Source: an optimization exercise on an open RTL-to-GDS flow (aim: small area, a short achievable clock period and few clock cycles). Production flows keep margins and buffers that such runs may drop.
In this exercise RTL edits were held to simulation tests only and were not proved equivalent to the original.

`flow/design.v`:
```
package scrod_pkg;
    localparam int QA_LIMIT_DEF    = 255;
    localparam int QB_SCALE_DEF    = 64;
    localparam int OUT_SCALE_DEF   = 400;
    localparam int NUM_BUCKETS_DEF = 8;
    localparam int ACT_W     = 16;
    localparam int WGT_W     = 8;
    localparam int BKT_W     = 3;
    localparam int SUM_W     = 32;
    localparam int EVAL_W    = 32;
    localparam int CFG_IDX_W = 3;
    localparam int CFG_DAT_W = 32;
endpackage
module scrod_d255_pre (
    input  logic [31:0] x,
    output logic [7:0]  p3,
    output logic [8:0]  p2,
    output logic [9:0]  p1,
    output logic [9:0]  p0
);
    logic [9:0] cs_s, cs_c;
    logic [9:0] d3, d2, d1, d0;
    assign d3 = {2'd0, x[31:24]};
    assign d2 = {2'd0, x[23:16]};
    assign d1 = {2'd0, x[15:8]};
    assign d0 = {2'd0, x[7:0]};
    assign p3 = x[31:24];
    assign p2 = 9'(d3 + d2);
    assign p1 = d3 + d2 + d1;
    assign cs_s = d3 ^ d2 ^ d1;
    assign cs_c = {(d3[8:0] & d2[8:0]) | (d3[8:0] & d1[8:0]) | (d2[8:0] & d1[8:0]), 1'b0};
    assign p0 = cs_s + cs_c + d0;
endmodule
module scrod_csa #(
    parameter int W = 8
) (
    input  logic [W-1:0] a,
    input  logic [W-1:0] b,
    input  logic [W-1:0] c,
    output logic [W-1:0] s,
    output logic [W-1:0] cy     
);
    logic [W-1:0] m;
    assign s  = a ^ b ^ c;
    assign m  = (a & b) | (a & c) | (b & c);
    assign cy = {m[W-2:0], 1'b0};
endmodule
module scrod_square (
    input  logic [7:0]  c,
    output logic [15:0] sq
);
    logic [15:0] row [8];
    always_comb
    begin
        for (int i = 0; i < 8; i++)
        begin
            row[i] = '0;
            row[i][2*i] = c[i];
            for (int j = i + 1; j < 8; j++)
                row[i][i+j+1] = c[i] & c[j];
        end
    end
    logic [15:0] s1, c1, s2, c2, s3, c3, s4, c4, s5, c5, s6, c6;
    scrod_csa #(.W(16)) u1 (.a(row[0]), .b(row[1]), .c(row[2]), .s(s1), .cy(c1));
    scrod_csa #(.W(16)) u2 (.a(row[3]), .b(row[4]), .c(row[5]), .s(s2), .cy(c2));
    scrod_csa #(.W(16)) u3 (.a(s1),     .b(c1),     .c(s2),     .s(s3), .cy(c3));
    scrod_csa #(.W(16)) u4 (.a(c2),     .b(row[6]), .c(row[7]), .s(s4), .cy(c4));
    scrod_csa #(.W(16)) u5 (.a(s3),     .b(c3),     .c(s4),     .s(s5), .cy(c5));
    scrod_csa #(.W(16)) u6 (.a(s5),     .b(c5),     .c(c4),     .s(s6), .cy(c6));
    assign sq = s6 + c6;
endmodule
module scrod_benc (
    input  logic [7:0] w,
    output logic [3:0] one,
    output logic [3:0] two,
    output logic [3:0] neg
);
    always_comb
    begin
        for (int j = 0; j < 4; j++)
        begin
            logic b_hi, b_mid, b_lo;
            b_hi   = w[2*j+1];
            b_mid  = w[2*j];
            b_lo   = (j == 0) ? 1'b0 : w[2*j-1];
            one[j] = b_mid ^ b_lo;
            two[j] = (b_hi & ~b_mid & ~b_lo) | (~b_hi & b_mid & b_lo);
            neg[j] = b_hi & ~(b_mid & b_lo);
        end
    end
endmodule
module scrod_bmul (
    input  logic [15:0] sq,
    input  logic [3:0]  one,
    input  logic [3:0]  two,
    input  logic [3:0]  neg,
    output logic [23:0] p
);
    logic [16:0] sel [4];
    always_comb
    begin
        for (int j = 0; j < 4; j++)
            sel[j] = (({17{one[j]}} & {1'b0, sq}) | ({17{two[j]}} & {sq, 1'b0})) ^ {17{neg[j]}};
    end
    logic [23:0] r0, r1, r2, r3, r4;
    assign r0 = {4'd0, ~neg[0], neg[0], neg[0], sel[0]};
    assign r1 = {3'd0, 1'b1, ~neg[1], sel[1], 1'b0, neg[0]};
    assign r2 = {1'd0, 1'b1, ~neg[2], sel[2], 1'b0, neg[1], 2'd0};
    assign r3 = {~neg[3], sel[3], 1'b0, neg[2], 4'd0};
    assign r4 = {17'd0, neg[3], 6'd0};
    logic [23:0] s1, c1, s2, c2, s3, c3;
    scrod_csa #(.W(24)) u1 (.a(r0), .b(r1), .c(r2), .s(s1), .cy(c1));
    scrod_csa #(.W(24)) u2 (.a(s1), .b(c1), .c(r3), .s(s2), .cy(c2));
    scrod_csa #(.W(24)) u3 (.a(s2), .b(c2), .c(r4), .s(s3), .cy(c3));
    assign p = s3 + c3;
endmodule
module screlu_output_dot_product_core #(
    parameter int QA_LIMIT    = scrod_pkg::QA_LIMIT_DEF,
    parameter int QB_SCALE    = scrod_pkg::QB_SCALE_DEF,
    parameter int OUT_SCALE   = scrod_pkg::OUT_SCALE_DEF,
    parameter int NUM_BUCKETS = scrod_pkg::NUM_BUCKETS_DEF
) (
    input  logic                                clk,
    input  logic                                rst_n,
    input  logic                                push,
    output logic                                full,
    input  logic signed [scrod_pkg::ACT_W-1:0]  activation,
    input  logic signed [scrod_pkg::WGT_W-1:0]  weight,
    input  logic [scrod_pkg::BKT_W-1:0]         bucket,
    input  logic                                last,
    output logic                                empty,
    input  logic                                pop,
    output logic signed [scrod_pkg::EVAL_W-1:0] eval,
    input  logic                                cfg_we,
    input  logic [scrod_pkg::CFG_IDX_W-1:0]     cfg_index,
    input  logic [scrod_pkg::CFG_DAT_W-1:0]     cfg_data
);
    localparam int NMAX = 5;
    logic       full_reg;
    logic [2:0] n_reg;           
    logic       accept;
    logic       popd;
    logic [2:0] n_next;
    assign accept = push && !full_reg;
    assign full   = full_reg;
    logic       v0_reg;
    logic [7:0] c0_reg;
    logic [7:0] w0_reg;
    logic [2:0] b0_reg;
    logic       l0_reg;
    logic [7:0] clamped;
    assign clamped = activation[15]      ? 8'd0 :
                     (|activation[14:8]) ? 8'hFF : activation[7:0];
    always_ff @(posedge clk)
    begin
        c0_reg <= accept ? clamped : 8'd0;
        w0_reg <= weight;
        b0_reg <= bucket;
        l0_reg <= last;
    end
    logic        v1_reg;
    logic [15:0] sq1_reg;
    logic [3:0]  bo1_reg, bt1_reg, bn1_reg;    
    logic [3:0]  bo_calc, bt_calc, bn_calc;
    logic [2:0]  b1_reg;
    logic        l1_reg;
    logic [15:0] sq_calc;
    scrod_square u_square (
        .c  (c0_reg),
        .sq (sq_calc)
    );
    always_ff @(posedge clk)
    begin
        sq1_reg <= sq_calc;
        bo1_reg <= bo_calc;
        bt1_reg <= bt_calc;
        bn1_reg <= bn_calc;
        b1_reg  <= b0_reg;
        l1_reg  <= l0_reg;
    end
    logic        v2_reg;
    logic [23:0] p2_reg;
    logic [2:0]  b2_reg;
    logic        l2_reg;
    logic [23:0] p_calc;
    scrod_benc u_benc (
        .w   (w0_reg),
        .one (bo_calc),
        .two (bt_calc),
        .neg (bn_calc)
    );
    scrod_bmul u_bmul (
        .sq  (sq1_reg),
        .one (bo1_reg),
        .two (bt1_reg),
        .neg (bn1_reg),
        .p   (p_calc)
    );
    always_ff @(posedge clk)
    begin
        p2_reg <= p_calc;
        b2_reg <= b1_reg;
        l2_reg <= l1_reg;
    end
    logic [31:0] acc_reg;        
    logic        clo_reg;        
    logic        j3_reg;         
    logic [2:0]  b3_reg;
    logic [31:0] acc_base;
    assign acc_base = clo_reg ? 32'd0 : acc_reg;
    always_ff @(posedge clk)
    begin
        acc_reg <= acc_base + {{8{p2_reg[23]}}, p2_reg};
        b3_reg  <= b2_reg;
    end
    logic [31:0] bias_reg [8];
    logic [7:0]  bval_reg;       
    always_ff @(posedge clk)
    begin
        if (cfg_we)
            bias_reg[cfg_index] <= cfg_data;
    end
    logic        bv1_reg, bv2_reg, bv3_reg, bv4_reg;
    logic        adv1, adv2, adv3, adv4;
    logic [7:0]  a_p3_reg;
    logic [8:0]  a_p2_reg;
    logic [9:0]  a_p1_reg, a_p0_reg;
    logic        a_s_reg;
    logic [31:0] a_bs_reg;
    logic [31:0] bsel;
    logic [7:0]  a_p3;
    logic [8:0]  a_p2;
    logic [9:0]  a_p1, a_p0;
    scrod_d255_pre u_pre_a (
        .x  (acc_reg),
        .p3 (a_p3),
        .p2 (a_p2),
        .p1 (a_p1),
        .p0 (a_p0)
    );
    always_comb
    begin
        bsel = '0;
        for (int i = 0; i < 8; i++)
            bsel = bsel | (bias_reg[i] & {32{bval_reg[i] && (b3_reg == 3'(i))}});
    end
    always_ff @(posedge clk)
    begin
        if (adv1)
        begin
            a_p3_reg <= a_p3;
            a_p2_reg <= a_p2;
            a_p1_reg <= a_p1;
            a_p0_reg <= a_p0;
            a_s_reg  <= acc_reg[31];
            a_bs_reg <= bsel;
        end
    end
    logic [32:0] t2_reg;
    logic [1:0]  ff;
    logic [32:0] tk;
    logic [32:0] ts1, tc1, ts2, tc2, ts3, tc3;
    always_comb
    begin
        if (a_s_reg)
            ff = 2'((a_p0_reg <= 10'd766) + (a_p0_reg <= 10'd511) + (a_p0_reg <= 10'd256));
        else
            ff = 2'((a_p0_reg >= 10'd255) + (a_p0_reg >= 10'd510) + (a_p0_reg >= 10'd765));
    end
    assign tk = a_s_reg ? {25'h1FEFEFF, 6'd0, ~ff} : {31'd0, ff};
    scrod_csa #(.W(33)) u_t1 (
        .a  ({a_bs_reg[31], a_bs_reg}),
        .b  ({23'd0, a_p1_reg}),
        .c  ({16'd0, a_p2_reg, 8'd0}),
        .s  (ts1),
        .cy (tc1)
    );
    scrod_csa #(.W(33)) u_t2 (
        .a  (ts1),
        .b  (tc1),
        .c  ({9'd0, a_p3_reg, 16'd0}),
        .s  (ts2),
        .cy (tc2)
    );
    scrod_csa #(.W(33)) u_t3 (
        .a  (ts2),
        .b  (tc2),
        .c  (tk),
        .s  (ts3),
        .cy (tc3)
    );
    always_ff @(posedge clk)
    begin
        if (adv2)
            t2_reg <= ts3 + tc3;
    end
    logic [7:0]  c_p3_reg;
    logic [8:0]  c_p2_reg;
    logic [9:0]  c_p1_reg, c_p0_reg;
    logic [11:0] c_gk_reg;
    logic        c_s_reg;
    logic [7:0]  c_p3;
    logic [8:0]  c_p2;
    logic [9:0]  c_p1, c_p0;
    logic [11:0] gk;
    always_comb
    begin
        case ({t2_reg[32], t2_reg[1:0]})
            3'b000:  gk = 12'd0;
            3'b001:  gk = 12'd6;
            3'b010:  gk = 12'd12;
            3'b011:  gk = 12'd18;
            3'b100:  gk = 12'd3289;
            3'b101:  gk = 12'd3296;
            3'b110:  gk = 12'd3302;
            default: gk = 12'd3308;
        endcase
    end
    scrod_d255_pre u_pre_c (
        .x  ({t2_reg[32], t2_reg[32:2]}),
        .p3 (c_p3),
        .p2 (c_p2),
        .p1 (c_p1),
        .p0 (c_p0)
    );
    always_ff @(posedge clk)
    begin
        if (adv3)
        begin
            c_p3_reg <= c_p3;
            c_p2_reg <= c_p2;
            c_p1_reg <= c_p1;
            c_p0_reg <= c_p0;
            c_gk_reg <= gk;
            c_s_reg  <= t2_reg[32];
        end
    end
    logic [24:0] m4_reg;
    logic [14:0] g4_reg;         
    logic [14:0] gv;
    logic [14:0] gs1, gc1, gs2, gc2;
    scrod_csa #(.W(15)) u_g1 (
        .a  ({1'b0, c_p0_reg, 4'd0}),
        .b  ({2'd0, c_p0_reg, 3'd0}),
        .c  ({5'd0, c_p0_reg}),
        .s  (gs1),
        .cy (gc1)
    );
    scrod_csa #(.W(15)) u_g2 (
        .a  (gs1),
        .b  (gc1),
        .c  ({3'd0, c_gk_reg}),
        .s  (gs2),
        .cy (gc2)
    );
    assign gv     = gs2 + gc2;
    always_ff @(posedge clk)
    begin
        if (adv4)
        begin
            m4_reg <= {15'd0, c_p1_reg} + {8'd0, c_p2_reg, 8'd0} + {1'b0, c_p3_reg, 16'd0}
                    + (25'd4631827 & {25{c_s_reg}});
            g4_reg <= gv;
        end
    end
    logic [26:0] e_calc;
    logic [26:0] m27;
    logic [8:0]  ghl;
    assign ghl = {2'd0, g4_reg[14:8]} + {1'b0, g4_reg[7:0]} + 9'd1;
    assign m27    = {2'd0, m4_reg};
    logic [26:0] es1, ec1, es2, ec2;
    scrod_csa #(.W(27)) u_e1 (
        .a  (m27 << 4),
        .b  (m27 << 3),
        .c  (m27),
        .s  (es1),
        .cy (ec1)
    );
    scrod_csa #(.W(27)) u_e2 (
        .a  (es1),
        .b  (ec1),
        .c  ({20'd0, g4_reg[14:8]}),
        .s  (es2),
        .cy (ec2)
    );
    assign e_calc = es2 + {ec2[26:1], ghl[8]};
    logic        o0v_reg;
    logic [26:0] o0_reg;
    logic        ofree;
    assign popd  = pop && o0v_reg;
    assign ofree = !o0v_reg || pop;
    assign adv4  = !bv4_reg || ofree;
    assign adv3  = !bv3_reg || adv4;
    assign adv2  = !bv2_reg || adv3;
    assign adv1  = !bv1_reg || adv2;
    always_ff @(posedge clk)
    begin
        if (ofree && bv4_reg)
            o0_reg <= e_calc;
    end
    assign n_next = n_reg + {2'd0, accept && last} - {2'd0, popd};
    always_ff @(posedge clk or negedge rst_n)
    begin
        if (!rst_n)
        begin
            full_reg <= 1'b0;
            n_reg    <= 3'd0;
            v0_reg   <= 1'b0;
            v1_reg   <= 1'b0;
            v2_reg   <= 1'b0;
            clo_reg  <= 1'b1;
            j3_reg   <= 1'b0;
            bval_reg <= 8'd0;
            bv1_reg  <= 1'b0;
            bv2_reg  <= 1'b0;
            bv3_reg  <= 1'b0;
            bv4_reg  <= 1'b0;
            o0v_reg  <= 1'b0;
        end
        else
        begin
            full_reg <= (n_next >= 3'(NMAX));
            n_reg    <= n_next;
            v0_reg   <= accept;
            v1_reg   <= v0_reg;
            v2_reg   <= v1_reg;
            if (v2_reg)
                clo_reg <= l2_reg;
            j3_reg   <= v2_reg && l2_reg;
            if (cfg_we)
                bval_reg[cfg_index] <= 1'b1;
            if (adv1)
                bv1_reg <= j3_reg;
            if (adv2)
                bv2_reg <= bv1_reg;
            if (adv3)
                bv3_reg <= bv2_reg;
            if (adv4)
                bv4_reg <= bv3_reg;
            if (ofree)
                o0v_reg <= bv4_reg;
        end
    end
    assign empty = !o0v_reg;
    assign eval  = {{5{o0_reg[26]}}, o0_reg};
endmodule
```
`flow/run.sh`:
```
#!/bin/bash
# synth_recipe.tcl (not shown) runs the flow's synth.tcl, then flattens the netlist and writes it again
# the make line also repeats each setting of config.mk as NAME=value (left out here)
make -C /OpenROAD-flow-scripts/flow DESIGN_CONFIG=/design/flow/config.mk WORK_HOME=/design/flow/orfs CLKGATE_MAP_FILE= SYNTH_SCRIPT=/design/flow/synth_recipe.tcl finish
```
`flow/config.mk`:
```
export PLATFORM = sky130hd
export DESIGN_NAME = screlu_output_dot_product_core
export DESIGN_NICKNAME = screlu_output_dot_product_core
export VERILOG_FILES = /design/flow/design.v
export SDC_FILE = /design/flow/constraint.sdc
export NUM_CORES = 4
export LEC_CHECK = 0
export CAP_MARGIN = 20
export CORE_MARGIN = 2
export CORE_UTILIZATION = 40
export SETUP_SLACK_MARGIN = 4.6
export SLEW_MARGIN = 20
```
`flow/constraint.sdc`:
```
create_clock -name core_clock -period 8.5 [get_ports {clk}]
set_input_delay 1.7000 -clock core_clock [delete_from_list [all_inputs] [get_ports {clk}]]
set_output_delay 1.7000 -clock core_clock [all_outputs]
set_load 0.01 [all_outputs]
```
==> results.py, run 1 <==
metrics = {
    "place": {
        "dp.cells": 3870,
        "port_buffers": 101,
        "place_area_sq_um": 36500,
        "dp_hpwl_um": 49500,
        "pre_cts_ws_ps": 3860,
        "place_congestion": 0.842,
    },
    "setup_path": {
        "crit_top_cell": "fa_2",
        "crit_chain": "nand4_1 -> nor2_2 -> a31o_2 -> nand2_2 -> fa_2 -> mux2i_1 -> ha_2 -> ha_4 -> inv_2 -> fa_2 -> nor2b_2 -> o31a_1 -> o41a_1 -> a311oi_4 -> o21ai_2 -> a221o_1 -> a311oi_2 -> o21ai_1 -> xnor2_1",
        "crit_fanout": 3,
        "cp_slowest_cell": "fa_2",
        "critPathKind": "flop to flop",
        "crit_arrival_ps": 4790,
        "cp-start-kind": "flop",
        "rr_worst_depth": 19,
        "critPathCaptureType": "flop",
        "worstPathRequired_ps": 8840,
        "critPathMaxStageDelay_ps": 380,
    },
    "final_layout": {
        "largest_reg_flops": 256,
        "nNetsFinal": 3471,
        "instances_no_fill": 4098,
        "final_area_sq_um": 40600,
        "utilization_pct": 48.4,
        "drive_gt1_share_pct": 14.9,
        "area_growth_pct": 19.5,
    },
    "global_route": {
        "gr-total-overflow": 0,
        "grt_pass1_vias": 22000,
        "grt_start_max_net_pins": 71,
        "antenna_found_initial": 4,
        "gr-usage-all-layers_pct": 16.7,
        "grt_pass1_wl_um": 116000,
    },
    "timing": {
        "setup-violations-final": 0,
        "fin_skew_ps": 71.5,
        "hold_ws_ps": 323,
        "tightestPinTransition_ps": 994,
        "slew_headroom_pct": 33.7,
        "period_needed_ps": 4450,
        "fmax_mhz": 225,
        "fin_crit_sh_pct": 52.3,
        "rsz0062_at_grt": "true",
        "slew_viol_final": 0,
        "setup_slack_ps": 4050,
        "hold_viol": 0,
        "finalSetupTns_ps": 0,
    },
    "die": {
        "die_y_um": 295,
        "initial_core_util_pct": 40.5,
        "die_area_sq_um": 87200,
        "core_sq_um": 83800,
        "die_w_um": 295,
        "rows": 106,
        "io_pins": 102,
    },
    "cts": {
        "numCtsBuffers": 68,
        "h-tree-depth": 3,
        "clk_latency_ps": 640,
        "ctsHoldBuffers": 0,
        "clk_pin_slew_ps": 60,
        "cts_root_buffer": "clkbuf_16",
        "clock-sinks": 603,
        "clockBufferDepth": 3,
        "cts_tree": "yes",
    },
    "detailed_routing": {
        "wl_per_cell_um": 17.8,
        "routed_wl_um": 73100,
        "vias": 21400,
        "drt_pass1_iterations": 7,
        "drt_iter0_drc": 1318,
        "vias_per_cell": 5.21,
        "ant_nets": 0,
        "drcViolationCount": 0,
    },
    "synth": {
        "ys_warn_count": 7,
        "synth.top_cells.by_count": "edfxtp_1, ha_1, inv_1, a22oi_1, xnor2_1",
        "synth_top_flop_cell": "edfxtp_1",
        "synthTopCellsByArea": "edfxtp_1, ha_1, fa_1, dfxtp_1, xnor2_1",
        "syn_nets": 3265,
        "synth_top_area_cell": "edfxtp_1",
        "synth.most_common_cell": "edfxtp_1",
        "async_flop_share_pct": 3.65,
        "ys_types": 76,
        "synth.cell_area_sq_um": 34000,
        "synth_edf_count": 467,
        "syn_inst": 2700,
        "synthDominantCellAreaShare_pct": 41.3,
        "ys_seq_elements": 603,
        "avgSynthCellArea_sq_um": 12.6,
        "seq_area_frac_synth_pct": 49.7,
    },
    "worst_hold_path": {
        "hp-class": "flop to flop",
        "holdPathStages": 0,
    },
    "run": {
        "drv_cap": 0,
    },
    "outcome": {
        "outcome": "finished clean",
    },
}
logic make-up after synthesis:
logic type	Yosys count	share of synthesized area, %
compound gates	612	12.3
xor+xnor	251	6.48
fa+ha+maj	497	21.4
buf+inv	292	3.31
flops	603	49.7
mux	4	0.122
simple gates	441	6.74
worst paths after layout:
path	startpoint	end	slack, ps
min in group asynchronous	rst_n	bval_reg[4]$_DFFE_PN0P_	1030
worst min register to register	b1_reg[1]$_DFF_P_	b2_reg[1]$_DFF_P_	320
worst max-delay path	a_p0_reg[3]$_DFFE_PP_	t2_reg[31]$_DFFE_PP_	4050
worst min-delay path	b1_reg[1]$_DFF_P_	b2_reg[1]$_DFF_P_	320
worst max register to register	a_p0_reg[3]$_DFFE_PP_	t2_reg[31]$_DFFE_PP_	4050
max in group asynchronous	rst_n	clo_reg$_DFFE_PN1P_	7060
layout by cell type, fill, tap and decap left out, types with 23 or more instances in the layout:
cell             count
and2_1              28
xor2_1              79
a22oi_1            158
nor2_1              73
nand2_1             97
o21bai_1            39
edfxtp_1           467
inv_1              201
buf_4               94
o21a_1              30
a21o_1              60
a21oi_1            110
clkdlybuf4s50_1    100
o21ai_0             67
nand4_1             41
ha_1               325
fa_1               134
nor2b_1             57
dfxtp_1             84
clkbuf_16           68
nand2b_1            27
xnor2_1            162
ha_4                23
routing by layer:
metal | vias to the layer above | share of wire (%) | global-route usage, %
met1 | 10500 | 43 | 21.0
met4 | 0 | 3.1 | 5.65
met5 | - | 0 | 0
met3 | 125 | 4.1 | 2.71
met2 | 444 | 50 | 29.2
li1 | 10300 | - | -
repair_timing:
action / CTS / global route
gates resized for setup: 93 / 112
pin swaps: 77 / 67
endpoints found under the setup margin: 40 / 40
setup buffers: 77 / 23
critical path: cells and delay by family, from the launching register on:
family / cells / cell delay [ps]
xor gates and xnor gates: 1 / 130
buffers and inverters: 1 / 50
DFF: 1 / 350
AOI/OAI and AO/OA: 8 / 2000
and+or+nand+nor: 4 / 420
muxes: 1 / 140
adders and majority gates: 4 / 1080
area by class of cell:
type,count,area (sq um)
sequential,603,16900
clock inverter,32,493
clock buffer,92,1890
inverter,209,801
fill,7410,43200
antenna,4,10.0
timing repair buffer,219,1980
tap,1134,1420
multi-input combinational,1805,17000
Testbench counts, summed over its fixed seeds: cycles 37,123.
==> inputs of run 2 (changes only) <==
--- a/flow/config.mk
+++ b/flow/config.mk
@@ -8,5 +8,6 @@
 export CAP_MARGIN = 20
 export CORE_MARGIN = 2
-export CORE_UTILIZATION = 40
+export CORE_UTILIZATION = 50
+export CTS_BUF_LIST = sky130_fd_sc_hd__clkbuf_8 sky130_fd_sc_hd__clkbuf_4
 export SETUP_SLACK_MARGIN = 4.6
 export SLEW_MARGIN = 20
==> run 2 against run 1 <==
- still clean
- worst hold slack improved by 1.2 ps
- non-clock buffer count rose by 1
- synthesized area did not move
- global-route usage rose by 4.2 points
- die area fell by 20%
- first-iteration DRC count fell by 16%
- flip-flop and latch count did not move
- wire length rose by 1.1%
- final area fell by 1.1%
==> results.py, run 2 <==
metrics = {
    "die": {
        "die_area_sq_um": 70000,
        "initial_core_util_pct": 50.6,
        "core_sq_um": 67200,
        "die_y_um": 265,
        "die_w_um": 265,
        "rows": 95,
        "io_pins": 102,
    },
    "setup_path": {
        "cp_slowest_cell": "fa_2",
        "crit_fanout": 3,
        "critPathCaptureType": "flop",
        "cp-start-kind": "flop",
        "critPathKind": "flop to flop",
        "critPathMaxStageDelay_ps": 570,
        "reg2reg_from": "a_p0_reg[4]$_DFFE_PP_",
        "crit_top_cell": "fa_2",
        "rr_worst_depth": 19,
        "crit_arrival_ps": 4880,
        "worstPathRequired_ps": 8950,
        "cp-startpoint": "a_p0_reg[4]$_DFFE_PP_",
        "crit_chain": "nand4_1 -> nor2_2 -> a31o_4 -> nor2_4 -> fa_2 -> mux2i_2 -> ha_2 -> ha_4 -> inv_2 -> fa_2 -> nor2b_2 -> o31a_1 -> o41a_1 -> a311oi_4 -> o21ai_2 -> a221o_1 -> a311oi_2 -> o21ai_1 -> xnor2_1",
    },
    "final_layout": {
        "mostFrequentLayoutCells": "edfxtp_1, ha_1, inv_1",
        "largest_reg_flops": 256,
        "instances_no_fill": 3903,
        "multi_input_area_sq_um": 17100,
        "ff_latch_area_sq_um": 17000,
        "fill_cells": 5300,
        "layout_commonest_cell": "edfxtp_1",
        "drive_gt1_share_pct": 16.6,
        "nNetsFinal": 3505,
        "area_growth_pct": 18.2,
    },
    "cts": {
        "cts_tree": "yes",
        "clock-sinks": 603,
        "clockBufferDepth": 3,
        "cts_root_buffer": "clkbuf_8",
        "h-tree-depth": 3,
        "clk_latency_ps": 730,
        "numCtsBuffers": 101,
        "clk_pin_slew_ps": 60,
    },
    "outcome": {
        "outcome": "finished clean",
    },
    "detailed_routing": {
        "drt_iter0_drc": 1109,
        "drt_pass1_iterations": 5,
        "drcViolationCount": 0,
        "ant_nets": 0,
        "vias": 21400,
        "routed_wl_um": 73900,
        "wl_per_cell_um": 18.9,
        "vias_per_cell": 5.49,
    },
    "timing": {
        "slew_viol_final": 0,
        "slew_headroom_pct": 35.1,
        "tightestPinTransition_ps": 974,
        "rsz0062_at_grt": "true",
        "setup-violations-final": 0,
        "fmax_mhz": 226,
        "hold_viol": 0,
        "fin_skew_ps": 56.0,
        "fin_crit_sh_pct": 52.2,
        "finalSetupTns_ps": 0,
        "period_needed_ps": 4430,
    },
    "synth": {
        "async_flop_share_pct": 3.65,
        "synthTopCellsByArea": "edfxtp_1, ha_1, fa_1, dfxtp_1, xnor2_1",
        "synth.most_common_cell": "edfxtp_1",
        "syn_inst": 2700,
        "seq_area_frac_synth_pct": 49.7,
        "synthDominantCellAreaShare_pct": 41.3,
        "synth.top_cells.by_count": "edfxtp_1, ha_1, inv_1, a22oi_1, xnor2_1",
        "syn_nets": 3265,
        "synth_top_flop_cell": "edfxtp_1",
        "avgSynthCellArea_sq_um": 12.6,
        "ys_types": 76,
        "ys_seq_elements": 603,
        "synth_edf_count": 467,
        "synth.cell_area_sq_um": 34000,
        "synth_top_area_cell": "edfxtp_1",
        "ys_warn_count": 7,
    },
    "place": {
        "dp.cells": 3609,
        "place_congestion": 0.867,
        "port_buffers": 101,
        "dp_hpwl_um": 50800,
    },
    "global_route": {
        "antenna_found_initial": 6,
        "grt_pass1_wl_um": 115000,
        "grt_start_max_net_pins": 71,
        "gr-total-overflow": 0,
        "gr-usage-all-layers_pct": 20.9,
        "grt_pass1_vias": 21700,
    },
    "worst_hold_path": {
        "hp-class": "flop to flop",
        "holdPathStages": 0,
        "hold_path_startpoint": "b0_reg[0]$_DFF_P_",
    },
    "run": {
        "drv_cap": 0,
    },
}
run 2: cell counts after synthesis:
No cell type changed its count.
run 2: path summary, 6_finish.rpt:
path / slack, ps / end
setup reg to reg: 4070 / t2_reg[31]$_DFFE_PP_
max in group asynchronous: 7160 / clo_reg$_DFFE_PN1P_
hold reg to reg: 320 / b1_reg[0]$_DFF_P_
min in group asynchronous: 940 / bval_reg[4]$_DFFE_PN0P_
setup / recovery: 4070 / t2_reg[31]$_DFFE_PP_
hold / removal: 320 / b1_reg[0]$_DFF_P_
run 2: layout make-up:
| type | count | area share (%) |
|---|---|---|
| antenna | 1 | 0.00624 |
| clock inverter | 48 | 1.06 |
| inverter | 209 | 2.00 |
| sequential | 603 | 42.2 |
| multi-input combinational | 1805 | 42.5 |
| clock buffer | 144 | 4.47 |
| tap | 873 | 2.72 |
| timing repair buffer | 220 | 4.98 |
run 2: worst max-delay path, delay by kind of cell (launching register included):
kind            cells  cell delay [ps]
compound gates      8             2020
xor+xnor            1              130
fa+ha+maj           4             1160
buf+inv             1               50
flops               1              360
mux                 1               80
simple gates        4              370
run 2: stage by stage:
stage	hold slack, ps	util [%]	setup WS (ps)	instance area (sq um)
after floorplan	310	-	4260	34400
after global placement	312	54.0	3930	36200
after detailed placement	312	54.0	3840	36200
after CTS	327	58.4	4030	39200
after global routing	334	59.8	3940	40100
final	324	59.8	4070	40100
run 2: repair_timing:
item	4_1_cts	5_1_grt
setup buffers	60	41
pin swaps	74	103
hold buffers	0	0
endpoints found under the setup margin	45	47
resized for setup	84	120
run 2: metal layers:
layer	routed length [um]	up-vias	GRT usage, %
met4	2070	6	6.39
met5	33	-	0
met3	3180	126	3.46
met2	37200	419	36.9
li1	-	10400	-
met1	31400	10500	26.3
run 2: logic make-up (layout without fill, tap and decap cells):
| logic type | Yosys count | after routing | share of synthesized area, % |
|---|---|---|---|
| XOR/XNOR | 251 | 251 | 6.48 |
| AND/OR/NAND/NOR | 441 | 441 | 6.74 |
| adder cells (fa/ha/maj) | 497 | 497 | 21.4 |
| other | 0 | 1 | 0 |
| flip-flops | 603 | 603 | 49.7 |
| AO/OA/AOI/OAI | 612 | 612 | 12.3 |
| buffers and inverters | 292 | 621 | 3.31 |
| multiplexers | 4 | 4 | 0.122 |
==> inputs of run 3 (changes only) <==
--- a/flow/design.v
+++ b/flow/design.v
@@ -227,6 +227,5 @@
     logic [9:0]  a_p1_reg, a_p0_reg;
     logic        a_s_reg;
-    logic [31:0] a_bs_reg;
-    logic [31:0] bsel;
+    logic [2:0]  a_bk_reg;
     logic [7:0]  a_p3;
     logic [8:0]  a_p2;
@@ -239,10 +238,4 @@
         .p0 (a_p0)
     );
-    always_comb
-    begin
-        bsel = '0;
-        for (int i = 0; i < 8; i++)
-            bsel = bsel | (bias_reg[i] & {32{bval_reg[i] && (b3_reg == 3'(i))}});
-    end
     always_ff @(posedge clk)
     begin
@@ -254,10 +247,11 @@
             a_p0_reg <= a_p0;
             a_s_reg  <= acc_reg[31];
-            a_bs_reg <= bsel;
+            a_bk_reg <= b3_reg;
         end
     end
     logic [32:0] t2_reg;
     logic [1:0]  ff;
-    logic [32:0] tk;
+    logic [1:0]  fx;
+    logic [31:0] bsel;
     logic [32:0] ts1, tc1, ts2, tc2, ts3, tc3;
     always_comb
@@ -268,9 +262,15 @@
             ff = 2'((a_p0_reg >= 10'd255) + (a_p0_reg >= 10'd510) + (a_p0_reg >= 10'd765));
     end
-    assign tk = a_s_reg ? {25'h1FEFEFF, 6'd0, ~ff} : {31'd0, ff};
+    assign fx = ff ^ {2{a_s_reg}};
+    always_comb
+    begin
+        bsel = '0;
+        for (int i = 0; i < 8; i++)
+            bsel = bsel | (bias_reg[i] & {32{bval_reg[i] && (a_bk_reg == 3'(i))}});
+    end
     scrod_csa #(.W(33)) u_t1 (
-        .a  ({a_bs_reg[31], a_bs_reg}),
-        .b  ({23'd0, a_p1_reg}),
-        .c  ({16'd0, a_p2_reg, 8'd0}),
+        .a  ({23'd0, a_p1_reg}),
+        .b  ({16'd0, a_p2_reg, 8'd0}),
+        .c  ({9'd0, a_p3_reg, 16'd0}),
         .s  (ts1),
         .cy (tc1)
@@ -279,5 +279,5 @@
         .a  (ts1),
         .b  (tc1),
-        .c  ({9'd0, a_p3_reg, 16'd0}),
+        .c  ({25'h1FEFEFF & {25{a_s_reg}}, 8'd0}),
         .s  (ts2),
         .cy (tc2)
@@ -285,6 +285,6 @@
     scrod_csa #(.W(33)) u_t3 (
         .a  (ts2),
-        .b  (tc2),
-        .c  (tk),
+        .b  ({tc2[32:1], fx[0]}),
+        .c  ({bsel[31], bsel}),
         .s  (ts3),
         .cy (tc3)
@@ -293,5 +293,5 @@
     begin
         if (adv2)
-            t2_reg <= ts3 + tc3;
+            t2_reg <= ts3 + {tc3[32:1], fx[1]} + {32'd0, fx[1]};
     end
     logic [7:0]  c_p3_reg;
--- a/flow/config.mk
+++ b/flow/config.mk
@@ -8,6 +8,5 @@
 export CAP_MARGIN = 20
 export CORE_MARGIN = 2
-export CORE_UTILIZATION = 50
-export CTS_BUF_LIST = sky130_fd_sc_hd__clkbuf_8 sky130_fd_sc_hd__clkbuf_4
-export SETUP_SLACK_MARGIN = 4.6
+export CORE_UTILIZATION = 40
+export SETUP_SLACK_MARGIN = 4.4
 export SLEW_MARGIN = 20
==> run 3 against run 2 <==
- first-iteration DRC count rose by 22%
- core utilization fell by 12 points
- worst setup slack improved by 250 ps
- non-clock buffer count did not move
- worst hold slack got worse by 6.1 ps
- flip-flop and latch count fell by 29
- still clean on timing, DRC and antenna
- count of clock-buffer cells in the layout fell by 58
- final area fell by 0.77%
- via count rose by 1.1%
- global-route usage fell by 3.8 points
==> results.py, run 3 <==
metrics = {
    "setup_path": {
        "worstPathRequired_ps": 8880,
        "reg2reg_from": "a_bk_reg[1]$_DFFE_PP_",
        "cp_num_buf_inv": 5,
        "crit_arrival_ps": 4560,
        "cp_top_family": "compound AO/OA/AOI/OAI gates",
        "critPathCaptureType": "flop",
        "critPathMaxStageDelay_ps": 460,
        "cp-startpoint": "a_bk_reg[1]$_DFFE_PP_",
        "cp-start-kind": "flop",
        "crit_fanout": 16,
        "crit_chain": "buf_6 -> nor4b_4 -> buf_4 -> buf_4 -> bufbuf_16 -> a22oi_1 -> and3_1 -> fa_1 -> inv_1 -> ha_1 -> a21o_1 -> a21o_1 -> a21oi_2 -> nor2b_1 -> o21ai_0 -> a21oi_1 -> nor3_1 -> xnor2_1",
        "critPathKind": "flop to flop",
        "cp_slowest_cell": "fa_1",
    },
    "die": {
        "die_y_um": 293,
        "die_area_sq_um": 86000,
        "io_pins": 102,
        "initial_core_util_pct": 40.2,
        "die_w_um": 293,
        "rows": 106,
        "core_sq_um": 83300,
    },
    "detailed_routing": {
        "ant_nets": 0,
        "drcViolationCount": 0,
        "drt_iter0_drc": 1349,
        "wl_per_cell_um": 18.3,
        "vias_per_cell": 5.32,
        "drt_pass1_iterations": 5,
        "routed_wl_um": 74400,
        "vias": 21700,
    },
    "timing": {
        "fin_crit_sh_pct": 49.2,
        "fmax_mhz": 239,
        "slew_viol_final": 0,
        "fin_skew_ps": 36.3,
        "rsz0062_at_grt": "true",
        "hold_viol": 0,
        "setup-violations-final": 0,
        "slew_headroom_pct": 34.0,
        "finalSetupTns_ps": 0,
        "tightestPinTransition_ps": 987,
        "period_needed_ps": 4180,
        "hold_ws_ps": 318,
    },
    "global_route": {
        "grt_start_max_net_pins": 45,
        "gr-usage-all-layers_pct": 17.1,
        "grt_pass1_wl_um": 118000,
        "grt_pass1_vias": 22200,
        "gr-total-overflow": 0,
        "antenna_found_initial": 1,
    },
    "worst_hold_path": {
        "hold_path_startpoint": "l0_reg$_DFF_P_",
        "hp-class": "flop to flop",
    },
    "synth": {
        "ys_seq_elements": 574,
        "async_flop_share_pct": 3.83,
        "synth_edf_count": 438,
        "ys_warn_count": 7,
        "synthDominantCellAreaShare_pct": 39.3,
        "syn_nets": 3296,
        "synth_top_area_cell": "edfxtp_1",
        "avgSynthCellArea_sq_um": 12.2,
        "synth_top_flop_cell": "edfxtp_1",
        "synth.cell_area_sq_um": 33500,
        "ys_types": 83,
        "synth.top_cells.by_count": "edfxtp_1, ha_1, inv_1, xnor2_1, a22oi_1",
        "syn_inst": 2753,
        "synthTopCellsByArea": "edfxtp_1, ha_1, fa_1, dfxtp_1, xnor2_1",
        "synth.most_common_cell": "edfxtp_1",
        "seq_area_frac_synth_pct": 47.8,
    },
    "cts": {
        "clk_pin_slew_ps": 60,
        "clk_latency_ps": 630,
        "h-tree-depth": 3,
        "clockBufferDepth": 3,
        "clock-sinks": 574,
        "cts_tree": "yes",
        "cts_root_buffer": "clkbuf_16",
        "numCtsBuffers": 68,
    },
    "place": {
        "port_buffers": 101,
        "place_congestion": 0.871,
        "dp_hpwl_um": 50200,
    },
    "final_layout": {
        "utilization_pct": 47.8,
        "largest_reg_flops": 256,
        "multi_input_area_sq_um": 17100,
        "ff_latch_area_sq_um": 16000,
        "nNetsFinal": 3483,
        "mostFrequentLayoutCells": "edfxtp_1, ha_1, inv_1",
        "drive_gt1_share_pct": 13.7,
        "fill_cells": 7339,
        "layout_commonest_cell": "edfxtp_1",
        "area_growth_pct": 19.0,
    },
    "run": {
        "drv_cap": 0,
    },
    "outcome": {
        "outcome": "finished clean",
    },
}
[run 3: through the flow]
step           setup WS (ps)  cells  cell area [sq um]
2_1_floorplan           4360   2753              33600
3_3_place_gp            3750   3848              35700
3_5_place_dp            3720   3848              35700
4_1_cts                 4340   4015              38700
5_1_grt                 4170   4071              39800
6_report                4320   4071              39800
[run 3: repair_timing]
action                     CTS  global route
gates cloned                 4             6
hold buffers                 0             0
buffers inserted            43            48
gates resized for setup     88           119
pin swaps                   53            58
setup endpoints to repair   37            26
[run 3: layer usage]
metal / routed length [um] / track usage (%)
met1: 32800 / 22.5
met2: 36500 / 29.5
met3: 3650 / 2.38
met4: 1460 / 5.15
met5: 0 / 0
[run 3: final cells by class]
type                    instances  share of cell area (%)
clock buffers                  86                    4.55
well taps                    1080                    3.39
repair buffers                220                    5.58
diodes                          1                 0.00628
flip-flops and latches        574                    40.3
inverters                     231                    2.21
clock inverters                34                    1.05
multi-input cells            1845                    42.9
[run 3: kinds of logic after synthesis]
group / Yosys count / share of synthesized area (%)
DFF: 574 / 47.8
and+or+nand+nor: 449 / 6.85
xor gates and xnor gates: 255 / 6.67
buffers and inverters: 337 / 3.85
AOI/OAI and AO/OA: 658 / 13.8
adders and majority gates: 475 / 20.9
muxes: 5 / 0.157
[run 3: final timing paths]
| check | endpoint | slack, ps | cells past startpoint |
|---|---|---|---|
| worst min register to register | l1_reg$_DFF_P_ | 320 | 0 |
| worst max register to register | t2_reg[30]$_DFFE_PP_ | 4320 | 18 |
| worst max-delay path | t2_reg[30]$_DFFE_PP_ | 4320 | 18 |
| min in group asynchronous | bval_reg[3]$_DFFE_PN0P_ | 1470 | 2 |
| max in group asynchronous | clo_reg$_DFFE_PN1P_ | 6660 | 2 |
| worst min-delay path | l1_reg$_DFF_P_ | 320 | 0 |
Testbench counts of run 3, summed over its fixed seeds: cycles 37,123.
==> inputs of run 4 (changes only) <==
--- a/flow/config.mk
+++ b/flow/config.mk
@@ -6,7 +6,8 @@
 export NUM_CORES = 4
 export LEC_CHECK = 0
+export ABC_AREA = 1
 export CAP_MARGIN = 20
 export CORE_MARGIN = 2
 export CORE_UTILIZATION = 40
-export SETUP_SLACK_MARGIN = 4.4
+export SETUP_SLACK_MARGIN = 4.7
 export SLEW_MARGIN = 20
==> run 4 against run 3 <==
- wire length grew 16%
- register-to-register slack gained 520 ps
- worst setup slack gained 520 ps
- core utilization shrank 1.2 points
- fmax grew 14%
- sequential share of layout area shrank 2.0 points
- first-iteration DRC count grew 41%
- count of clock-buffer cells in the layout shrank 6
- critical path type unchanged
==> results.py, run 4 <==
metrics = {
    "setup_path": {
        "critPathMaxStageDelay_ps": 480,
        "cp-startpoint": "a_bk_reg[0]$_DFFE_PP_",
        "worstPathRequired_ps": 8900,
        "cp_num_buf_inv": 6,
        "cp_slowest_cell": "fa_1",
        "critPathKind": "flop to flop",
        "crit_arrival_ps": 4060,
        "critPathCaptureType": "flop",
        "crit_chain": "inv_1 -> nand2_1 -> inv_1 -> nand3_4 -> inv_16 -> nand2_1 -> nand2_1 -> a21oi_1 -> nand4_1 -> inv_1 -> fa_1 -> inv_1 -> ha_1 -> nand2_1 -> inv_1 -> nand2_1 -> nor3_2 -> nand4_1 -> nand4_1 -> nand2_1",
        "cp_top_family": "simple AND/OR/NAND/NOR gates",
        "crit_top_cell": "nand2_1",
        "cp-start-kind": "flop",
        "reg2reg_from": "a_bk_reg[0]$_DFFE_PP_",
        "crit_fanout": 16,
    },
    "global_route": {
        "grt_pass1_wl_um": 135000,
        "gr-total-overflow": 0,
        "antenna_found_initial": 1,
        "gr-usage-all-layers_pct": 18.2,
        "grt_pass1_vias": 25500,
        "grt_start_max_net_pins": 42,
    },
    "final_layout": {
        "multi_input_area_sq_um": 18000,
        "ff_latch_area_sq_um": 16000,
        "fill_cells": 8517,
        "diodes": 0,
        "mostFrequentLayoutCells": "nand2_1, inv_1, edfxtp_1",
        "area_growth_pct": 16.0,
        "largest_reg_flops": 256,
        "nNetsFinal": 4587,
        "layout_commonest_cell": "nand2_1",
        "drive_gt1_share_pct": 7.61,
    },
    "synth": {
        "yosys.area_share.adder_pct": 19.4,
        "synth.cell_area_sq_um": 36100,
        "synthDominantCellAreaShare_pct": 36.5,
        "synth.most_common_cell": "nand2_1",
        "synth_top_flop_cell": "edfxtp_1",
        "synth-simple-area-share_pct": 16.9,
        "synth_edf_count": 438,
        "synthMuxAreaShare_pct": 0.0277,
        "synth_compound_area_share_pct": 7.30,
        "synth_top_family_by_area": "adder cells",
        "synth.top_cells.by_count": "nand2_1, inv_1, edfxtp_1, ha_1, nor2_1",
        "ys_warn_count": 7,
        "avgSynthCellArea_sq_um": 9.34,
        "synthXorXnorAreaFrac_pct": 4.95,
        "async_flop_share_pct": 3.83,
        "synth_top_area_cell": "edfxtp_1",
        "synthTopCellsByArea": "edfxtp_1, ha_1, nand2_1, fa_1, dfxtp_1",
        "ys_seq_elements": 574,
        "ys_types": 46,
        "seq_area_frac_synth_pct": 44.3,
        "syn_nets": 4404,
        "syn_inst": 3861,
    },
    "cts": {
        "clk_pin_slew_ps": 70,
        "clock-sinks": 574,
        "numCtsBuffers": 67,
        "clk_latency_ps": 660,
        "cts_root_buffer": "clkbuf_16",
        "clockBufferDepth": 3,
        "h-tree-depth": 3,
        "cts_tree": "yes",
    },
    "detailed_routing": {
        "drcViolationCount": 0,
        "vias": 26300,
        "wl_per_cell_um": 16.4,
        "drt_pass1_iterations": 5,
        "ant_nets": 0,
        "vias_per_cell": 4.98,
        "routed_wl_um": 86300,
        "drt_iter0_drc": 1897,
    },
    "timing": {
        "fin_skew_ps": 50.7,
        "period_needed_ps": 3660,
        "slew_headroom_pct": 32.2,
        "fin_crit_sh_pct": 43.0,
        "slew_viol_final": 0,
        "setup-violations-final": 0,
        "hold_viol": 0,
        "tightestPinTransition_ps": 1020,
        "finalSetupTns_ps": 0,
        "rsz0062_at_grt": "true",
        "fmax_mhz": 273,
    },
    "run": {
        "drv_cap": 0,
    },
    "place": {
        "port_buffers": 101,
        "place_congestion": 0.903,
        "dp_hpwl_um": 61400,
    },
    "die": {
        "initial_core_util_pct": 40.2,
        "core_sq_um": 89700,
        "io_pins": 102,
        "die_w_um": 304,
        "rows": 110,
        "die_y_um": 304,
        "die_area_sq_um": 92600,
    },
    "worst_hold_path": {
        "hold_path_startpoint": "b2_reg[2]$_DFF_P_",
        "hp-class": "flop to flop",
    },
    "outcome": {
        "outcome": "finished clean",
    },
}
## run 4: cell count changes after synthesis, moves of 32 or more
cell / previous run / this run
a21o_1: 86 / 11
a21oi_1: 136 / 215
a22oi_1: 157 / 0
clkbuf_1: 93 / 26
inv_1: 230 / 601
nand2_1: 114 / 920
nand2b_1: 32 / 0
nand3_1: 17 / 163
nand4_1: 40 / 72
nor2_1: 96 / 274
nor2b_1: 52 / 0
o22ai_1: 2 / 51
xnor2_1: 167 / 29
xor2_1: 88 / 175
## run 4: kinds of logic after synthesis
kind of cell	Yosys count
and+or+nand+nor	1490
buffers and inverters	664
DFF	574
adders and majority gates	475
AOI/OAI and AO/OA	453
xor gates and xnor gates	204
muxes	1
## run 4: repair_timing
item                       in CTS  in global routing
hold buffers                    0                  0
cloned                          5                  6
resized for setup              33                120
pin swaps                       1                 26
setup endpoints to repair     152                129
buffers inserted               12                 31
## run 4: final cells by class
type / count / area share, %
repair inverters: 6 / 0.0927
flip-flops and latches: 574 / 38.3
repair buffers: 166 / 4.05
well taps: 1176 / 3.52
clock buffers: 80 / 4.24
clock inverters: 43 / 1.12
inverters: 606 / 5.59
multi-input cells: 2623 / 43.1
## run 4: path summary, 6_finish.rpt
kind,to,slack (ps),cells after the start
max,t2_reg[17]$_DFFE_PP_,4840,20
min,b3_reg[2]$_DFF_P_,330,0
max reg2reg,t2_reg[17]$_DFFE_PP_,4840,20
min reg2reg,b3_reg[2]$_DFF_P_,330,0
max in group asynchronous,o0v_reg$_DFFE_PN0N_,6920,1
min in group asynchronous,bval_reg[4]$_DFFE_PN0P_,1090,1
## run 4: metal layers
| layer | global-route usage (%) | up-vias | wire (um) |
|---|---|---|---|
| met4 | 5.20 | 0 | 1780 |
| met2 | 30.6 | 603 | 40600 |
| met1 | 24.5 | 12400 | 39500 |
| met3 | 2.56 | 108 | 4400 |
| li1 | - | 13200 | - |
| met5 | 0 | - | 0 |
## run 4: stage by stage
stage | area, sq um | hold WS (ps) | util, % | setup WS, ps | std cells
floorplan | 36100 | 310 | - | 3890 | 3861
global placement | 38500 | 312 | 42.9 | 2670 | 5097
detailed placement | 38500 | 312 | 42.9 | 2620 | 5097
CTS | 41000 | 326 | 45.7 | 4710 | 5237
global route | 41800 | 333 | 46.6 | 4630 | 5274
finish | 41800 | 325 | 46.6 | 4840 | 5274
==> inputs of run 5 (changes only) <==
--- a/flow/design.v
+++ b/flow/design.v
@@ -227,5 +227,5 @@
     logic [9:0]  a_p1_reg, a_p0_reg;
     logic        a_s_reg;
-    logic [2:0]  a_bk_reg;
+    logic [7:0]  a_sel_reg;      
     logic [7:0]  a_p3;
     logic [8:0]  a_p2;
@@ -247,5 +247,5 @@
             a_p0_reg <= a_p0;
             a_s_reg  <= acc_reg[31];
-            a_bk_reg <= b3_reg;
+            a_sel_reg <= bval_reg & (8'd1 << b3_reg);
         end
     end
@@ -267,5 +267,5 @@
         bsel = '0;
         for (int i = 0; i < 8; i++)
-            bsel = bsel | (bias_reg[i] & {32{bval_reg[i] && (a_bk_reg == 3'(i))}});
+            bsel = bsel | (bias_reg[i] & {32{a_sel_reg[i]}});
     end
     scrod_csa #(.W(33)) u_t1 (
@@ -386,12 +386,13 @@
     assign e_calc = es2 + {ec2[26:1], ghl[8]};
     logic        o0v_reg;
+    logic        emp_reg;        
     logic [26:0] o0_reg;
     logic        ofree;
     assign popd  = pop && o0v_reg;
     assign ofree = !o0v_reg || pop;
-    assign adv4  = !bv4_reg || ofree;
-    assign adv3  = !bv3_reg || adv4;
-    assign adv2  = !bv2_reg || adv3;
-    assign adv1  = !bv1_reg || adv2;
+    assign adv4  = !(bv4_reg && o0v_reg) || pop;
+    assign adv3  = !(bv3_reg && bv4_reg && o0v_reg) || pop;
+    assign adv2  = !(bv2_reg && bv3_reg && bv4_reg && o0v_reg) || pop;
+    assign adv1  = !(bv1_reg && bv2_reg && bv3_reg && bv4_reg && o0v_reg) || pop;
     always_ff @(posedge clk)
     begin
@@ -399,5 +400,29 @@
             o0_reg <= e_calc;
     end
-    assign n_next = n_reg + {2'd0, accept && last} - {2'd0, popd};
+    logic       n_inc, n_dec;
+    logic [2:0] n_up, n_down;
+    logic       full_next;
+    assign n_inc  = accept && last;
+    assign n_dec  = popd;
+    assign n_up   = n_reg + 3'd1;
+    assign n_down = n_reg - 3'd1;
+    always_comb
+    begin
+        if (n_inc && !n_dec)
+        begin
+            n_next    = n_up;
+            full_next = (n_reg >= 3'(NMAX - 1));
+        end
+        else if (n_dec && !n_inc)
+        begin
+            n_next    = n_down;
+            full_next = (n_reg >= 3'(NMAX + 1));
+        end
+        else
+        begin
+            n_next    = n_reg;
+            full_next = (n_reg >= 3'(NMAX));
+        end
+    end
     always_ff @(posedge clk or negedge rst_n)
     begin
@@ -417,8 +442,9 @@
             bv4_reg  <= 1'b0;
             o0v_reg  <= 1'b0;
+            emp_reg  <= 1'b1;
         end
         else
         begin
-            full_reg <= (n_next >= 3'(NMAX));
+            full_reg <= full_next;
             n_reg    <= n_next;
             v0_reg   <= accept;
@@ -439,8 +465,11 @@
                 bv4_reg <= bv3_reg;
             if (ofree)
+            begin
                 o0v_reg <= bv4_reg;
+                emp_reg <= !bv4_reg;
+            end
         end
     end
-    assign empty = !o0v_reg;
+    assign empty = emp_reg;
     assign eval  = {{5{o0_reg[26]}}, o0_reg};
 endmodule
--- a/flow/config.mk
+++ b/flow/config.mk
@@ -10,4 +10,4 @@
 export CORE_MARGIN = 2
 export CORE_UTILIZATION = 40
-export SETUP_SLACK_MARGIN = 4.7
+export SETUP_SLACK_MARGIN = 5.0
 export SLEW_MARGIN = 20
==> run 5 against run 4 <==
- count of clock-buffer cells in the layout up 2
- wire length up 0.64%
- register-to-register slack worse by 40 ps
- flip-flop and latch count up 6
- critical path type unchanged
==> results.py, run 5 <==
metrics = {
    "outcome": {
        "outcome": "finished clean",
    },
    "detailed_routing": {
        "vias": 26200,
        "wl_per_cell_um": 16.6,
        "drt_pass1_iterations": 5,
        "ant_nets": 0,
        "vias_per_cell": 5.01,
        "drcViolationCount": 0,
        "routed_wl_um": 86900,
        "drt_iter0_drc": 1612,
    },
    "setup_path": {
        "reg2reg_from": "bt1_reg[2]$_DFF_P_",
        "rr_worst_depth": 16,
        "cp-startpoint": "bt1_reg[2]$_DFF_P_",
        "critPathKind": "flop to flop",
        "timing.rr.end": "p2_reg[14]$_DFF_P_",
        "r2r_slack_ps": 4810,
        "timing.critical_path.to": "p2_reg[14]$_DFF_P_",
        "crit_fanout": 4,
        "cp-start-kind": "flop",
        "critPathCaptureType": "flop",
        "worstPathRequired_ps": 8980,
        "crit_arrival_ps": 4180,
    },
    "final_layout": {
        "final_area_sq_um": 42700,
        "utilization_pct": 47.6,
        "largest_reg_flops": 256,
        "drive_gt1_share_pct": 12.1,
        "mostFrequentLayoutCells": "nand2_1, inv_1, edfxtp_1",
        "area_growth_pct": 18.5,
        "ff_latch_area_sq_um": 16200,
        "layout_commonest_cell": "nand2_1",
        "nNetsFinal": 4541,
        "instances_no_fill": 5231,
        "fill_cells": 8286,
        "multi_input_area_sq_um": 18600,
    },
    "synth": {
        "synthDominantCellAreaShare_pct": 36.9,
        "synth.cell_area_sq_um": 36000,
        "avgSynthCellArea_sq_um": 9.51,
        "ys_types": 57,
        "async_flop_share_pct": 3.97,
        "seq_area_frac_synth_pct": 44.8,
        "synth_edf_count": 443,
        "synth.top_cells.by_count": "nand2_1, inv_1, edfxtp_1, ha_1, nor2_1",
        "synthTopCellsByArea": "edfxtp_1, ha_1, nand2_1, fa_1, dfxtp_1",
        "synth_top_area_cell": "edfxtp_1",
        "syn_inst": 3788,
        "ys_warn_count": 7,
        "synth.most_common_cell": "nand2_1",
        "synth_top_flop_cell": "edfxtp_1",
        "syn_nets": 4331,
        "ys_seq_elements": 580,
    },
    "global_route": {
        "grt_start_max_net_pins": 47,
        "grt.met1_usage_pct": 24.4,
        "gr-usage-met3_pct": 3.18,
        "gr-usage-all-layers_pct": 18.3,
        "gr-total-overflow": 0,
        "met2_usage_pct": 30.4,
        "antenna_found_initial": 1,
        "busiest_layer": "met2",
        "grt_pass1_wl_um": 135000,
        "grt_pass1_vias": 25400,
    },
    "run": {
        "drv_cap": 0,
    },
    "timing": {
        "hold_viol": 0,
        "fin_crit_sh_pct": 43.4,
        "finalSetupTns_ps": 0,
        "tightestPinTransition_ps": 811,
        "slew_viol_final": 0,
        "hold_ws_ps": 316,
        "fin_skew_ps": 52.2,
        "fmax_mhz": 271,
        "setup_slack_ps": 4810,
        "period_needed_ps": 3690,
        "rsz0062_at_grt": "true",
        "slew_headroom_pct": 45.6,
        "setup-violations-final": 0,
    },
    "cts": {
        "cts_tree": "yes",
        "cts_root_buffer": "clkbuf_16",
        "ctsHoldBuffers": 0,
        "clockBufferDepth": 3,
        "numCtsBuffers": 69,
        "clock-sinks": 580,
        "clk_pin_slew_ps": 60,
        "h-tree-depth": 3,
        "clk_latency_ps": 640,
    },
    "place": {
        "place_congestion": 0.908,
        "port_buffers": 101,
        "pre_cts_ws_ps": 2590,
        "dp.cells": 5022,
        "place_area_sq_um": 38500,
        "dp_hpwl_um": 61100,
    },
    "die": {
        "die_w_um": 304,
        "initial_core_util_pct": 40.2,
        "io_pins": 102,
        "core_sq_um": 89600,
        "rows": 110,
        "die_y_um": 304,
        "die_area_sq_um": 92500,
    },
    "worst_hold_path": {
        "hp-class": "flop to flop",
        "holdPathStages": 0,
    },
}
==> run 5: worst min-delay path by stage <==
stage / start / end / slack (ps)
2_1_floorplan: b0_reg[0]$_DFF_P_ / b1_reg[0]$_DFF_P_ / 310
3_3_place_gp: b1_reg[1]$_DFF_P_ / b2_reg[1]$_DFF_P_ / 310
3_5_place_dp: b0_reg[0]$_DFF_P_ / b1_reg[0]$_DFF_P_ / 310
4_1_cts: b2_reg[2]$_DFF_P_ / b3_reg[2]$_DFF_P_ / 320
5_1_grt: b1_reg[0]$_DFF_P_ / b2_reg[0]$_DFF_P_ / 330
6_report: b1_reg[0]$_DFF_P_ / b2_reg[0]$_DFF_P_ / 320
==> run 5: final cells by class <==
class                   instances  area share (%)
repair buffers                193            4.48
multi-input cells            2576            43.6
diodes                          1         0.00586
repair inverters                5          0.0703
clock buffers                  82            4.21
flip-flops and latches        580            38.0
inverters                     573            5.13
well taps                    1176            3.45
clock inverters                45            1.12
==> run 5: timing repair <==
item | 4_1_cts | 5_1_grt
resized for setup | 110 | 181
cloned | 6 | 5
pin swaps | 38 | 82
setup buffers | 37 | 33
setup endpoints to repair | 167 | 122
==> run 5: logic make-up after synthesis <==
logic type | share of synthesized area [%]
xor gates and xnor gates | 5.01
adders and majority gates | 19.4
DFF | 44.8
muxes | 0.0590
and+or+nand+nor | 16.5
buffers and inverters | 6.68
AOI/OAI and AO/OA | 7.46
==> run 5: worst max-delay path, cell delays in order, from the launching register on <==
cell        delay [ps]
dfxtp_4            380
clkinvlp_4         120
buf_6              140
buf_4              130
o22ai_4            190
xor2_2             100
fa_1               520
inv_2               40
fa_1               550
ha_4               230
ha_4               270
a21oi_4            200
o21ai_2            110
nand2_1             70
nand4_1            170
buf_4              200
xor2_1             130
==> run 5: per-layer routing <==
layer / vias to the layer above / part of all wire [%]
li1: 13100 / -
met3: 122 / 6.0
met1: 12400 / 45
met4: 2 / 2.1
met5: - / 0.015
met2: 603 / 47
Testbench counts of run 5, summed over its fixed seeds: cycles 37,123.
==> inputs of run 6 (changes only) <==
--- a/flow/config.mk
+++ b/flow/config.mk
@@ -10,4 +10,4 @@
 export CORE_MARGIN = 2
 export CORE_UTILIZATION = 40
-export SETUP_SLACK_MARGIN = 5.0
+export SETUP_SLACK_MARGIN = 4.75
 export SLEW_MARGIN = 20
==> run 6 against run 5 <==
- via count decreased by 1.9%
- clock skew decreased by 20 ps
- worst setup slack improved by 83 ps
- sequential share of layout area increased by 0.83 points
- first-iteration DRC count decreased by 0.12%
- count of clock-buffer cells in the layout increased by 5
- die area unchanged
- synthesized area unchanged
- wire length decreased by 3.8%
==> results.py, run 6 <==
metrics = {
    "outcome": {
        "outcome": "finished clean",
    },
    "global_route": {
        "grt_pass1_vias": 25100,
        "gr-total-overflow": 0,
        "grt_pass1_wl_um": 133000,
        "antenna_found_initial": 1,
        "grt_start_max_net_pins": 47,
        "gr-usage-all-layers_pct": 18.1,
    },
    "setup_path": {
        "cp_slowest_cell": "fa_1",
        "crit_chain": "clkinvlp_4 -> buf_8 -> o22ai_1 -> xor2_1 -> fa_1 -> fa_1 -> ha_1 -> ha_4 -> nand2_1 -> nor2_1 -> nand4_1 -> nand4_1 -> buf_4 -> xor2_1",
        "critPathCaptureType": "flop",
        "cp-startpoint": "bt1_reg[1]$_DFF_P_",
        "critPathKind": "flop to flop",
        "reg2reg_from": "bt1_reg[1]$_DFF_P_",
        "critPathMaxStageDelay_ps": 510,
        "cp_top_family": "adder cells",
        "cp-start-kind": "flop",
        "cp_num_buf_inv": 3,
        "worstPathRequired_ps": 9030,
        "crit_arrival_ps": 4140,
        "crit_fanout": 12,
    },
    "die": {
        "rows": 110,
        "io_pins": 102,
        "die_area_sq_um": 92500,
        "initial_core_util_pct": 40.2,
        "die_y_um": 304,
        "core_sq_um": 89600,
        "die_w_um": 304,
    },
    "timing": {
        "fin_skew_ps": 31.8,
        "fin_crit_sh_pct": 42.5,
        "slew_headroom_pct": 35.6,
        "setup-violations-final": 0,
        "finalSetupTns_ps": 0,
        "tightestPinTransition_ps": 961,
        "period_needed_ps": 3610,
        "hold_viol": 0,
        "rsz0062_at_grt": "true",
        "slew_viol_final": 0,
        "fmax_mhz": 277,
    },
    "final_layout": {
        "drive_gt1_share_pct": 8.24,
        "fill_cells": 8375,
        "largest_reg_flops": 256,
        "instances_no_fill": 5192,
        "diodes": 0,
        "layout_commonest_cell": "nand2_1",
        "nNetsFinal": 4503,
        "area_growth_pct": 15.8,
        "mostFrequentLayoutCells": "nand2_1, inv_1, edfxtp_1",
    },
    "cts": {
        "cts_tree": "yes",
        "clock-sinks": 580,
        "clk_pin_slew_ps": 60,
        "h-tree-depth": 3,
        "ctsHoldBuffers": 0,
        "clk_latency_ps": 630,
        "clockBufferDepth": 3,
        "numCtsBuffers": 70,
        "cts_root_buffer": "clkbuf_16",
    },
    "detailed_routing": {
        "drcViolationCount": 0,
        "drt_pass1_iterations": 5,
        "vias_per_cell": 4.95,
        "routed_wl_um": 83600,
        "vias": 25700,
        "wl_per_cell_um": 16.1,
        "ant_nets": 0,
        "drt_iter0_drc": 1610,
    },
    "synth": {
        "synth_top_area_cell": "edfxtp_1",
        "syn_nets": 4331,
        "ys_warn_count": 7,
        "seq_area_frac_synth_pct": 44.8,
        "syn_inst": 3788,
        "async_flop_share_pct": 3.97,
        "synth.cell_area_sq_um": 36000,
        "synth_edf_count": 443,
        "synthTopCellsByArea": "edfxtp_1, ha_1, nand2_1, fa_1, dfxtp_1",
        "synthDominantCellAreaShare_pct": 36.9,
        "synth.most_common_cell": "nand2_1",
        "ys_types": 57,
        "synth_top_flop_cell": "edfxtp_1",
        "synth.top_cells.by_count": "nand2_1, inv_1, edfxtp_1, ha_1, nor2_1",
        "avgSynthCellArea_sq_um": 9.51,
        "ys_seq_elements": 580,
    },
    "place": {
        "place_congestion": 0.911,
        "port_buffers": 101,
        "dp_hpwl_um": 60800,
        "dp.cells": 5024,
    },
    "worst_hold_path": {
        "hold_path_startpoint": "b2_reg[2]$_DFF_P_",
        "hp-class": "flop to flop",
    },
    "run": {
        "drv_cap": 0,
    },
}
==> run 6: worst paths after layout <==
check,slack (ps),cells after the start,to
max in group asynchronous,6890,1,v0_reg$_DFF_PN0_
max,4890,14,p2_reg[14]$_DFF_P_
min in group asynchronous,1110,1,bval_reg[5]$_DFFE_PN0P_
min reg2reg,320,0,b3_reg[2]$_DFF_P_
max reg2reg,4890,14,p2_reg[14]$_DFF_P_
min,320,0,b3_reg[2]$_DFF_P_
==> run 6: repair_timing <==
action / 4_1_cts / 5_1_grt
pin swaps: 3 / 29
endpoints found under the setup margin: 163 / 79
cloned: 5 / 0
setup buffers: 20 / 15
resized for setup: 25 / 104
==> run 6: metrics by stage <==
| step | hold slack (ps) | utilization [%] | setup WS (ps) | instance area (sq um) |
|---|---|---|---|---|
| final | 321 | 46.6 | 4890 | 41700 |
| after global routing | 331 | 46.6 | 4680 | 41700 |
| after CTS | 321 | 45.9 | 4770 | 41100 |
| after detailed placement | 312 | 43.0 | 2550 | 38500 |
| after global placement | 311 | 43.0 | 2660 | 38500 |
| after floorplan | 310 | - | 3880 | 36100 |
==> run 6: per-layer routing <==
metal	share of wire, %	global-route usage (%)	vias up
met3	4.8	2.86	113
li1	-	-	13000
met2	46	29.4	511
met4	2.0	4.78	2
met5	0.016	0	-
met1	47	25.1	12100
==> run 6: final cells by class <==
| cell class | count | area, sq um | share of cell area [%] |
|---|---|---|---|
| Multi-Input combinational cell | 2575 | 18000 | 43.2 |
| Sequential cell | 580 | 16200 | 38.8 |
| Inverter | 573 | 2190 | 5.24 |
| Clock buffer | 87 | 1870 | 4.47 |
| Timing Repair Buffer | 155 | 1500 | 3.59 |
| Tap cell | 1176 | 1470 | 3.53 |
| Clock inverter | 41 | 460 | 1.10 |
| Timing Repair inverter | 5 | 30.0 | 0.0720 |
==> run 6: logic make-up after synthesis <==
family / after synthesis / synth area share, %
AO/OA/AOI/OAI: 457 / 7.46
XOR/XNOR: 206 / 5.01
adder cells (fa/ha/maj): 475 / 19.4
buffers and inverters: 633 / 6.68
flip-flops: 580 / 44.8
multiplexers: 2 / 0.0590
AND/OR/NAND/NOR: 1435 / 16.5

-- static timing again, ports no longer ideal --
In the flow no input, the clock included, has a driving cell. The finished layouts below were timed again as built, in two steps. Step 1 sets driving cells, clkbuf_16 on the clock port and buf_2 on the other inputs (assumed; they add their load-dependent delay and slew). Step 2 moves the port delays by t, midway between the first and last clock arrival at a register: inputs arrive t later, outputs are due t later. That takes back most of the time a late clock gives input paths. Three values: ideal ports, drivers, drivers and shift; two values: the first two.
run | t (ns) | setup WS [ns] | worst hold slack (ns) | worst slew at a driven data input, ns
run 1 | 0.672 | 4.051 / 4.051 / 4.051 | 0.323 / 0.323 / 0.323 | 0.11
run 2 | 0.769 | 4.066 / 4.066 / 4.066 | 0.324 / 0.324 / 0.324 | 0.08
run 3 | 0.684 | 4.319 / 4.319 / 4.319 | 0.318 / 0.318 / 0.318 | 0.12
run 4 | 0.700 | 4.842 / 4.842 / 4.246 | 0.325 / 0.325 / 0.325 | 0.08
run 5 | 0.671 | 4.807 / 4.807 / 4.494 | 0.316 / 0.316 / 0.316 | 0.09
run 6 | 0.679 | 4.890 / 4.890 / 4.408 | 0.321 / 0.321 / 0.321 | 0.12
After both steps setup and hold are still met in every run listed. For run 4, which loses most, drivers alone change the setup slack by 0.000 ns; drivers and shift together by -0.596 ns.
